Source: an optimization exercise on an open RTL-to-GDS flow (aim: small area). Production flows keep margins and buffers that such runs may drop. Only simulation tests tie the RTL to the original design; equivalence was not proved. Power is estimated from default activity; no workload was simulated.

==> flow/design.v (excerpt) <==
module scc_top
(
    input  logic                    emuclk,
    input  logic                    rst_n,
    input  logic                    i_cs_n,
    input  logic                    i_wr_n,
    input  logic                    i_rd_n,
    input  logic [7:0]              i_addr,
    input  logic [7:0]              i_data,
    output logic [7:0]              o_data,
    output logic signed [MIX_W-1:0] o_sound
);
Size: roughly 39 I/O pins, about 0.037 mm^2 of cells after synthesis.
export LEC_CHECK = 0
export ABC_AREA = 1
export CAP_MARGIN = 10
export CELL_PAD_IN_SITES_DETAIL_PLACEMENT = 1
export CORE_MARGIN = 2
export CORE_UTILIZATION = 55
export GPL_TIMING_DRIVEN = 0
export SLEW_MARGIN = 10
create_clock -name core_clock -period 15.0 [get_ports {emuclk}]
standard.sh (not shown) runs the stock make flow with config.mk's settings and CLKGATE_MAP_FILE= SYNTH_SCRIPT=/design/flow/synth_recipe.tcl, a recipe that flattens the netlist after the stock synthesis.
==> flow/flow/run.sh <==
#!/bin/bash
# Standard layout (the standard.sh) with these changes:
#  - synthesis (flow/synth.tcl): synth_recipe.tcl unchanged, except that the design's
#    scc_aoi222, scc_aoi22 and scc_xor2 modules are mapped onto the library cells of the same function and ABC maps the rest
#    with an area-oriented script (flow/abc_area.script); adders are left to ABC too,
#    not mapped onto the library's half and full adder cells first;
#  - ports are buffered with the smallest buffer;
#  - the resizer may not use the largest buffers or XOR gates, so long nets get several small buffers;
#  - clock tree synthesis runs without dummy loads and with larger sink clusters.
set -euo pipefail
export MY_WORK_DIR=$(pwd)
export MY_FLOW_DIR=$MY_WORK_DIR/flow
CTS="-sink_clustering_enable -repair_clock_nets -dont_use_dummy_load -sink_clustering_size ${MY_CTS_SIZE:-28} -sink_clustering_max_diameter 100"
DONT_USE="$(sed -n 's/^export DONT_USE_CELLS += //p; /^ *sky130/p' $FLOW_HOME/platforms/sky130hd/config.mk | tr -d '\\' | tr '\n' ' ')"
DONT_USE="$DONT_USE ${MY_DONT_USE-sky130_fd_sc_hd__buf_16 sky130_fd_sc_hd__buf_12 sky130_fd_sc_hd__buf_8 sky130_fd_sc_hd__bufbuf_16 sky130_fd_sc_hd__bufbuf_8 sky130_fd_sc_hd__xor2_4 sky130_fd_sc_hd__xnor2_4 sky130_fd_sc_hd__xor2_2 sky130_fd_sc_hd__xnor2_2}"
bash standard.sh "SYNTH_SCRIPT=$MY_FLOW_DIR/synth.tcl" "CTS_ARGS=$CTS" \
  "BUFFER_PORTS_ARGS=-inputs -outputs -buffer_cell sky130_fd_sc_hd__buf_1" \
  "DONT_USE_CELLS=$DONT_USE" "ADDER_MAP_FILE=" ${MY_MAKE_EXTRA:-} \
  ${STOP_AT:-finish} > "$MY_WORK_DIR/flow_make.log" 2>&1
==> flow/flow/abc_area.script <==
strash
&get -n
&dch -f
&nf -a -R 1000
&put
topo
Other scripts of this flow, unchanged in this note and not shown: flow/flow/cellmap.v, flow/flow/synth.tcl
Next try:
==> flow/flow/abc_area.script (replaced) <==
strash
&get -n
&dch -f
&nf -a -R 1000
&put
strash
&get -n
&dch -f
&nf -a -R 1000
&put
topo
Design area hardly moves.
Cell count hardly moves.
Register-to-register slack got worse by 0.05 ns.
Fmax went up by a few percent.
Next try:
--- a/flow/flow/run.sh
+++ b/flow/flow/run.sh
@@ -4,4 +4,3 @@
 #    scc_aoi222, scc_aoi22 and scc_xor2 modules are mapped onto the library cells of the same function and ABC maps the rest
-#    with an area-oriented script (flow/abc_area.script); adders are left to ABC too,
-#    not mapped onto the library's half and full adder cells first;
+#    with an area-oriented script (flow/abc_area.script);
 #  - ports are buffered with the smallest buffer;
@@ -17,3 +16,3 @@
   "BUFFER_PORTS_ARGS=-inputs -outputs -buffer_cell sky130_fd_sc_hd__buf_1" \
-  "DONT_USE_CELLS=$DONT_USE" "ADDER_MAP_FILE=" ${MY_MAKE_EXTRA:-} \
+  "DONT_USE_CELLS=$DONT_USE" ${MY_MAKE_EXTRA:-} \
   ${STOP_AT:-finish} > "$MY_WORK_DIR/flow_make.log" 2>&1
==> flow/flow/abc_area.script (replaced) <==
strash
&get -n
&dch -f
&nf -a -R 1000
&put
topo
Final area grows by 1.1%. Global-route usage fell by 0.40 points. Area after synthesis climbs by 1.3%. Clock power hardly moves. Via count fell by 1.1%. Worst setup slack gains 0.75 ns. Fmax grows by 6.3%. Critical path depth goes down by 1.

---

scc_top, a different RTL version from the one above (not shown whole).
Size in the first run: ~3300 cells after synthesis, ~970 flip-flops, about 39 I/O pins, about 0.037 mm2 of cells after synthesis.
export LEC_CHECK = 0
export ABC_AREA = 1
export CAP_MARGIN = 10
export CELL_PAD_IN_SITES_DETAIL_PLACEMENT = 1
export CORE_MARGIN = 2
export CORE_UTILIZATION = 55
export GPL_TIMING_DRIVEN = 0
export SLEW_MARGIN = 10
create_clock -name core_clock -period 15.0 [get_ports {emuclk}]
==> flow/flow/run.sh <==
#!/bin/bash
# Standard layout (the standard.sh) with these changes:
#  - synthesis (flow/synth.tcl): synth_recipe.tcl unchanged, except that the design's
#    scc_aoi222, scc_aoi22 and scc_xor2 modules are mapped onto the library cells of the same function and ABC maps the rest
#    with an area-oriented script (flow/abc_area.script);
#  - ports are buffered with the smallest buffer;
#  - the resizer may not use the largest buffers, so long nets get several small ones;
#  - clock tree synthesis runs without dummy loads and with larger sink clusters.
set -euo pipefail
export MY_WORK_DIR=$(pwd)
export MY_FLOW_DIR=$MY_WORK_DIR/flow
CTS="-sink_clustering_enable -repair_clock_nets -dont_use_dummy_load -sink_clustering_size ${MY_CTS_SIZE:-26} -sink_clustering_max_diameter 100"
DONT_USE="$(sed -n 's/^export DONT_USE_CELLS += //p; /^ *sky130/p' $FLOW_HOME/platforms/sky130hd/config.mk | tr -d '\\' | tr '\n' ' ')"
DONT_USE="$DONT_USE ${MY_DONT_USE-sky130_fd_sc_hd__buf_16 sky130_fd_sc_hd__buf_12 sky130_fd_sc_hd__buf_8 sky130_fd_sc_hd__bufbuf_16 sky130_fd_sc_hd__bufbuf_8}"
bash standard.sh "SYNTH_SCRIPT=$MY_FLOW_DIR/synth.tcl" "CTS_ARGS=$CTS" \
  "BUFFER_PORTS_ARGS=-inputs -outputs -buffer_cell sky130_fd_sc_hd__buf_1" \
  "DONT_USE_CELLS=$DONT_USE" ${MY_MAKE_EXTRA:-} \
  ${STOP_AT:-finish} > "$MY_WORK_DIR/flow_make.log" 2>&1
Other scripts of this flow, unchanged in this note and not shown: flow/flow/abc_area.script, flow/flow/cellmap.v, flow/flow/synth.tcl
The baseline passed the timing, DRC and antenna checks.
Next try:
--- a/flow/flow/run.sh
+++ b/flow/flow/run.sh
@@ -7 +7 @@
-#  - the resizer may not use the largest buffers, so long nets get several small ones;
+#  - the resizer may not use the largest buffers or XOR gates, so long nets get several small buffers;
@@ -12 +12 @@
-CTS="-sink_clustering_enable -repair_clock_nets -dont_use_dummy_load -sink_clustering_size ${MY_CTS_SIZE:-26} -sink_clustering_max_diameter 100"
+CTS="-sink_clustering_enable -repair_clock_nets -dont_use_dummy_load -sink_clustering_size ${MY_CTS_SIZE:-28} -sink_clustering_max_diameter 100"
@@ -14 +14 @@
-DONT_USE="$DONT_USE ${MY_DONT_USE-sky130_fd_sc_hd__buf_16 sky130_fd_sc_hd__buf_12 sky130_fd_sc_hd__buf_8 sky130_fd_sc_hd__bufbuf_16 sky130_fd_sc_hd__bufbuf_8}"
+DONT_USE="$DONT_USE ${MY_DONT_USE-sky130_fd_sc_hd__buf_16 sky130_fd_sc_hd__buf_12 sky130_fd_sc_hd__buf_8 sky130_fd_sc_hd__bufbuf_16 sky130_fd_sc_hd__bufbuf_8 sky130_fd_sc_hd__xor2_4 sky130_fd_sc_hd__xnor2_4 sky130_fd_sc_hd__xor2_2 sky130_fd_sc_hd__xnor2_2}"
Effect: Worst setup slack gains 0.17 ns; wire length barely changes; first-iteration DRC count decreases slightly; synthesized cell count does not change; core utilization decreases by 0.50 points; sequential share of layout area increases by 0.40 points; total power decreases slightly; count of clock-buffer cells in the layout decreases by 3; die area stays the same; maximum frequency increases slightly; global-route usage increases by 0.10 points.

## what the ideal ports hide
How much do the figures lean on ideal ports? The routed layouts below were timed once more, with nothing changed but the port constraints. Step 1, drivers: a clkbuf_16 drives emuclk and a buf_2 each remaining input, both assumed. Step 2 moves the port delays by t, midway between the first and last clock arrival at a register: inputs arrive t later, outputs are due t later. That takes back most of the time a late clock gives input paths. a / b / c = ideal / step 1 / step 2; a / b = the first two.
| run | t, ns | setup slack, ns | worst setup path at the end | latest minus earliest clock arrival (ns) |
|---|---|---|---|---|
| the first run of note 1 | 0.679 | 2.021 / 1.981 / 1.981 | input to output | 0.045 / 0.045 |
| the second run of note 1 | 0.684 | 2.378 / 2.342 / 2.342 | input to output | 0.039 / 0.039 |
| the third run of note 1 | 0.681 | 3.126 / 3.077 / 3.077 | input to output | 0.043 / 0.043 |
| the first run of note 2 | 0.673 | 2.355 / 2.305 / 2.305 | input to output | 0.072 / 0.072 |
| the second run of note 2 | 0.691 | 2.529 / 2.481 / 2.481 | input to output | 0.064 / 0.064 |
After both steps setup and hold are still met in every run listed. For the first run of note 2, which loses most, drivers alone change the setup slack by -0.050 ns; drivers and shift together by -0.050 ns.
